From an optimization exercise on the open Yosys and OpenROAD flow, aimed at small area, a short achievable clock period and few clock cycles per item; shortcuts taken in it are not production practice. Power figures rest on the tool's default switching activity, not on a simulated workload.

== v12 ==
==> module pool_engine, before the edit <==
module pool_engine (
	input  logic        clk,
	input  logic        rst,
	input  logic        i_start,
	input  logic [19:0] i_cfg,	 
	input  logic        i_in_valid,
	input  logic [15:0] i_in_data,
	output logic        o_in_credit,
	output logic        o_out_valid,
	output logic [15:0] o_out_data,
	input  logic        i_out_credit,
	output logic        o_busy,
	output logic        o_done
);
	logic        busy_q;	 
	logic        op_q;	 
	logic [2:0]  sh_q;	 
	logic [3:0]  mask_q;	 
	logic [15:0] rem_q;	 
	logic        rem1_q;	 
	logic [15:0] fifo_mem [4];
	logic [1:0]  wr_ptr;
	logic [3:0]  rd_sel;	 
	logic [3:0]  occ;	 
	logic [15:0] head;
	logic [3:0]  atom_q;	 
	logic        nfirst_q;	 
	logic        nlast_q;	 
	logic        nword0_q;	 
	logic [3:0]  chan_q;	 
	logic        ch15_q;	 
	logic [3:0]  since_q;	 
	logic        aligned_q;	 
	logic [3:0]  used_q;	 
	logic        pop, win_end;
	logic [3:0]  atom_nx;
	logic [15:0] rem_dec;
	logic [19:0] acc;	 
	logic [6:0]  lo_sum;
	logic        w_v;
	logic [5:0]  w_lo;
	logic [9:0]  w_hi;	 
	logic        w_c6;	 
	logic        w_gtlo;	 
	logic        gt;	 
	logic        w_last, w_final;
	logic [19:0] ring [16];
	logic        s2_v, s2_final;
	assign pop     = occ[0] && (!nword0_q || aligned_q) && (nlast_q || !used_q[3]);
	assign win_end = !nlast_q && ch15_q;
	assign atom_nx = nlast_q ? atom_q + 4'd1 : 4'd0;
	assign head    = ({16{rd_sel[0]}} & fifo_mem[0]) | ({16{rd_sel[1]}} & fifo_mem[1]) |
	                 ({16{rd_sel[2]}} & fifo_mem[2]) | ({16{rd_sel[3]}} & fifo_mem[3]);
	assign acc     = nfirst_q ? ring[14] : 20'd0;
	assign lo_sum  = {1'b0, acc[5:0]} + {1'b0, head[5:0]};
	assign gt      = w_v && ((w_hi > ring[15][15:6]) || ((w_hi == ring[15][15:6]) && w_gtlo));
	always_comb begin
		for (int i = 0; i < 16; i++) begin
			rem_dec[i] = rem_q[i] ^ ~|(rem_q & ((16'd1 << i) - 16'd1));
		end
	end
	always_ff @(posedge clk) begin
		for (int k = 0; k < 4; k++) begin
			if (!occ[3] && (wr_ptr == 2'(k))) begin
				fifo_mem[k] <= i_in_data;
			end
		end
	end
	always_ff @(posedge clk or posedge rst) begin
		if (rst) begin
			op_q        <= 1'b0;
			sh_q        <= 3'd0;
			mask_q      <= 4'd0;
			rem_q       <= 16'd0;
			rem1_q      <= 1'b0;
			wr_ptr      <= 2'd0;
			rd_sel      <= 4'd1;
			occ         <= 4'd0;
			w_v         <= 1'b0;
			atom_q      <= 4'd0;
			nfirst_q    <= 1'b0;
			nlast_q     <= 1'b0;
			nword0_q    <= 1'b0;
			chan_q      <= 4'd0;
			ch15_q      <= 1'b0;
			aligned_q   <= 1'b0;
			used_q      <= 4'd0;
			w_last      <= 1'b0;
			w_final     <= 1'b0;
			s2_v        <= 1'b0;
			s2_final    <= 1'b0;
			busy_q      <= 1'b0;
		end else begin
			if (i_in_valid) begin
				wr_ptr <= wr_ptr + 2'd1;
			end
			case ({i_in_valid, pop})
				2'b10:   occ <= {occ[2:0], 1'b1};
				2'b01:   occ <= {1'b0, occ[3:1]};
				default: ;
			endcase
			w_v <= pop;
			if (!busy_q) begin
				op_q    <= i_cfg[19];
				sh_q    <= i_cfg[19] ? i_cfg[18:16] : 3'd0;
				mask_q  <= 4'((5'd1 << i_cfg[18:16]) - 5'd1);
				nlast_q <= (i_cfg[18:16] != 3'd0);
				rem_q   <= i_cfg[15:0];
				rem1_q  <= (i_cfg[15:0] == 16'd1);
			end else if (pop && win_end) begin
				rem_q   <= rem_dec;
				rem1_q  <= (rem_q == 16'd2);
			end
			if (pop) begin
				rd_sel   <= {rd_sel[2:0], rd_sel[3]};
				chan_q   <= chan_q + 4'd1;
				ch15_q   <= (chan_q == 4'd14);
				nword0_q <= !win_end;
				if (ch15_q) begin
					atom_q   <= atom_nx;
					nfirst_q <= nlast_q;
					nlast_q  <= (atom_nx != mask_q);
				end
			end
			aligned_q <= pop || (since_q == 4'd15);
			case ({pop && !nlast_q, i_out_credit})
				2'b10:   used_q <= {used_q[2:0], 1'b1};
				2'b01:   used_q <= {1'b0, used_q[3:1]};
				default: ;
			endcase
			w_last      <= pop && !nlast_q;
			w_final     <= pop && win_end && rem1_q;
			s2_v        <= w_last;
			s2_final    <= w_final;
			busy_q      <= busy_q ? !s2_final : i_start;
		end
	end
	always_ff @(posedge clk) begin
		o_in_credit <= pop;
		o_out_valid <= s2_v;
		o_done      <= s2_final;
		o_busy      <= busy_q ? !s2_final : i_start;
	end
	always_ff @(posedge clk) begin
		since_q  <= pop ? 4'd0 : since_q + 4'd1;
		w_lo     <= head[5:0];
		w_hi     <= pop ? head[15:6] : 10'd0;
		w_c6     <= pop && op_q && lo_sum[6];
		w_gtlo   <= (head[5:0] > acc[5:0]);
		ring[0]  <= op_q ? {ring[15][19:6] + {4'd0, w_hi} + {13'd0, w_c6}, ring[15][5:0]}
		                 : {4'd0, gt ? {w_hi, w_lo} : ring[15][15:0]};
		for (int i = 1; i < 15; i++) begin
			ring[i] <= ring[i-1];
		end
		ring[15] <= !pop ? ring[14] : op_q ? {acc[19:6], lo_sum[5:0]} : acc;
		o_out_data <= 16'(ring[0] >> sh_q);
	end
endmodule
==> flow/config.mk <==
export PLATFORM = sky130hd
export DESIGN_NAME = pool_engine
export DESIGN_NICKNAME = pool_engine
export VERILOG_FILES = /design/flow/design.v
export SDC_FILE = /design/flow/constraint.sdc
export NUM_CORES = 4
export LEC_CHECK = 0
export ABC_CLOCK_PERIOD_IN_PS = 2000
export CAP_MARGIN = 20
export CORE_MARGIN = 2
export CORE_UTILIZATION = 65
export CTS_BUF_LIST = sky130_fd_sc_hd__clkbuf_8
export CTS_CLUSTER_DIAMETER = 40
export CTS_CLUSTER_SIZE = 16
export SETUP_SLACK_MARGIN = 3.7
export SLEW_MARGIN = 20
==> flow/constraint.sdc <==
create_clock -name core_clock -period 6.0 [get_ports {clk}]
set_input_delay 1.2000 -clock core_clock [delete_from_list [all_inputs] [get_ports {clk}]]
set_output_delay 1.2000 -clock core_clock [all_outputs]
set_load 0.01 [all_outputs]
standard.sh (not shown) runs the stock make flow with config.mk's settings and CLKGATE_MAP_FILE= SYNTH_SCRIPT=/design/flow/synth_recipe.tcl, a recipe that flattens the netlist after the stock synthesis.
==> flow/flow/run.sh <==
#!/bin/bash
# The standard layout (standard.sh), with port buffers and clock tree options set here.
set -euo pipefail
export BUFFER_PORTS_ARGS="-buffer_cell sky130_fd_sc_hd__buf_2"
export CTS_ARGS="-sink_clustering_enable -repair_clock_nets -sink_clustering_size 24 -sink_clustering_max_diameter 60 -buf_list sky130_fd_sc_hd__clkbuf_16 -root_buf sky130_fd_sc_hd__clkbuf_16 -dont_use_dummy_load"
bash standard.sh > standard.log 2>&1
--- input diff v12..v3 ---
diff --git a/flow/design.v b/flow/design.v
--- a/flow/design.v
+++ b/flow/design.v
@@ -53,11 +53,10 @@
 	logic [15:0] rem_dec;
 	logic [19:0] acc;	 
-	logic [6:0]  lo_sum;
+	logic [10:0] lo_sum;
 	logic        w_v;
-	logic [5:0]  w_lo;
-	logic [9:0]  w_hi;	 
-	logic        w_c6;	 
-	logic        w_gtlo;	 
-	logic        gt;	 
+	logic [9:0]  w_lo;
+	logic [5:0]  w_hi;	 
+	logic        w_c10;	 
+	logic        w_gt;	 
 	logic        w_last, w_final;
 	logic [19:0] ring [16];
@@ -69,6 +68,5 @@
 	                 ({16{rd_sel[2]}} & fifo_mem[2]) | ({16{rd_sel[3]}} & fifo_mem[3]);
 	assign acc     = nfirst_q ? ring[14] : 20'd0;
-	assign lo_sum  = {1'b0, acc[5:0]} + {1'b0, head[5:0]};
-	assign gt      = w_v && ((w_hi > ring[15][15:6]) || ((w_hi == ring[15][15:6]) && w_gtlo));
+	assign lo_sum  = {1'b0, acc[9:0]} + {1'b0, head[9:0]};
 	always_comb begin
 		for (int i = 0; i < 16; i++) begin
@@ -160,14 +158,14 @@
 	always_ff @(posedge clk) begin
 		since_q  <= pop ? 4'd0 : since_q + 4'd1;
-		w_lo     <= head[5:0];
-		w_hi     <= pop ? head[15:6] : 10'd0;
-		w_c6     <= pop && op_q && lo_sum[6];
-		w_gtlo   <= (head[5:0] > acc[5:0]);
-		ring[0]  <= op_q ? {ring[15][19:6] + {4'd0, w_hi} + {13'd0, w_c6}, ring[15][5:0]}
-		                 : {4'd0, gt ? {w_hi, w_lo} : ring[15][15:0]};
+		w_lo     <= head[9:0];
+		w_hi     <= pop ? head[15:10] : 6'd0;
+		w_c10    <= pop && op_q && lo_sum[10];
+		w_gt     <= pop && (head > acc[15:0]);
+		ring[0]  <= op_q ? {ring[15][19:10] + {4'd0, w_hi} + {9'd0, w_c10}, ring[15][9:0]}
+		                 : {4'd0, w_gt ? {w_hi, w_lo} : ring[15][15:0]};
 		for (int i = 1; i < 15; i++) begin
 			ring[i] <= ring[i-1];
 		end
-		ring[15] <= !pop ? ring[14] : op_q ? {acc[19:6], lo_sum[5:0]} : acc;
+		ring[15] <= !pop ? ring[14] : op_q ? {acc[19:10], lo_sum[9:0]} : acc;
 		o_out_data <= 16'(ring[0] >> sh_q);
 	end
Notes after the runs:
v3 ran to completion and came out clean on the timing, DRC and antenna checks. Cell area after synthesis of v12 is on par with v3. In the reports for v12 and v3, the smaller smallest setup slack after layout belongs to v3. v3 against v12: synthesized-area fraction occupied by ao, oa, aoi and oai cells increased 0.34 points, power dissipated by switching net loads rose by about 10%, buffer count excluding the clock tree in the final layout lower, overall power of the completed layout went up by 4.6%. v3 against v12: final critical path time including I/O delays and setup higher; chip height roughly the same; per-cell via count in the routed design higher.
No run of this note included a check of the RTL's function; only the layout flow was run.

-- what the ideal ports hide --
Ports are ideal in the flow. The routed layouts listed here were re-timed in OpenROAD. Step 1 assumes that a clkbuf_16 drives the clock port and a buf_2 every other input. Step 2, shift: input delay + t, output delay - t, t = (earliest + latest rising clock arrival at the registers) / 2. This alone moves slack from input paths to output paths. Three values: ideal, step 1, step 2; two values: the first two.
run	t, ns	setup slack, ns	worst hold slack (ns)	worst slew at a driven data input, ns
v12	0.583	3.712 / 3.712 / 3.356	0.320 / 0.320 / 0.320	0.05
v3	0.583	3.624 / 3.624 / 3.598	0.308 / 0.308 / 0.308	0.04
After both steps setup and hold are still met in every run listed. The setup slack of v12, which loses most, moves by 0.000 ns with the drivers and by -0.356 ns with both steps.
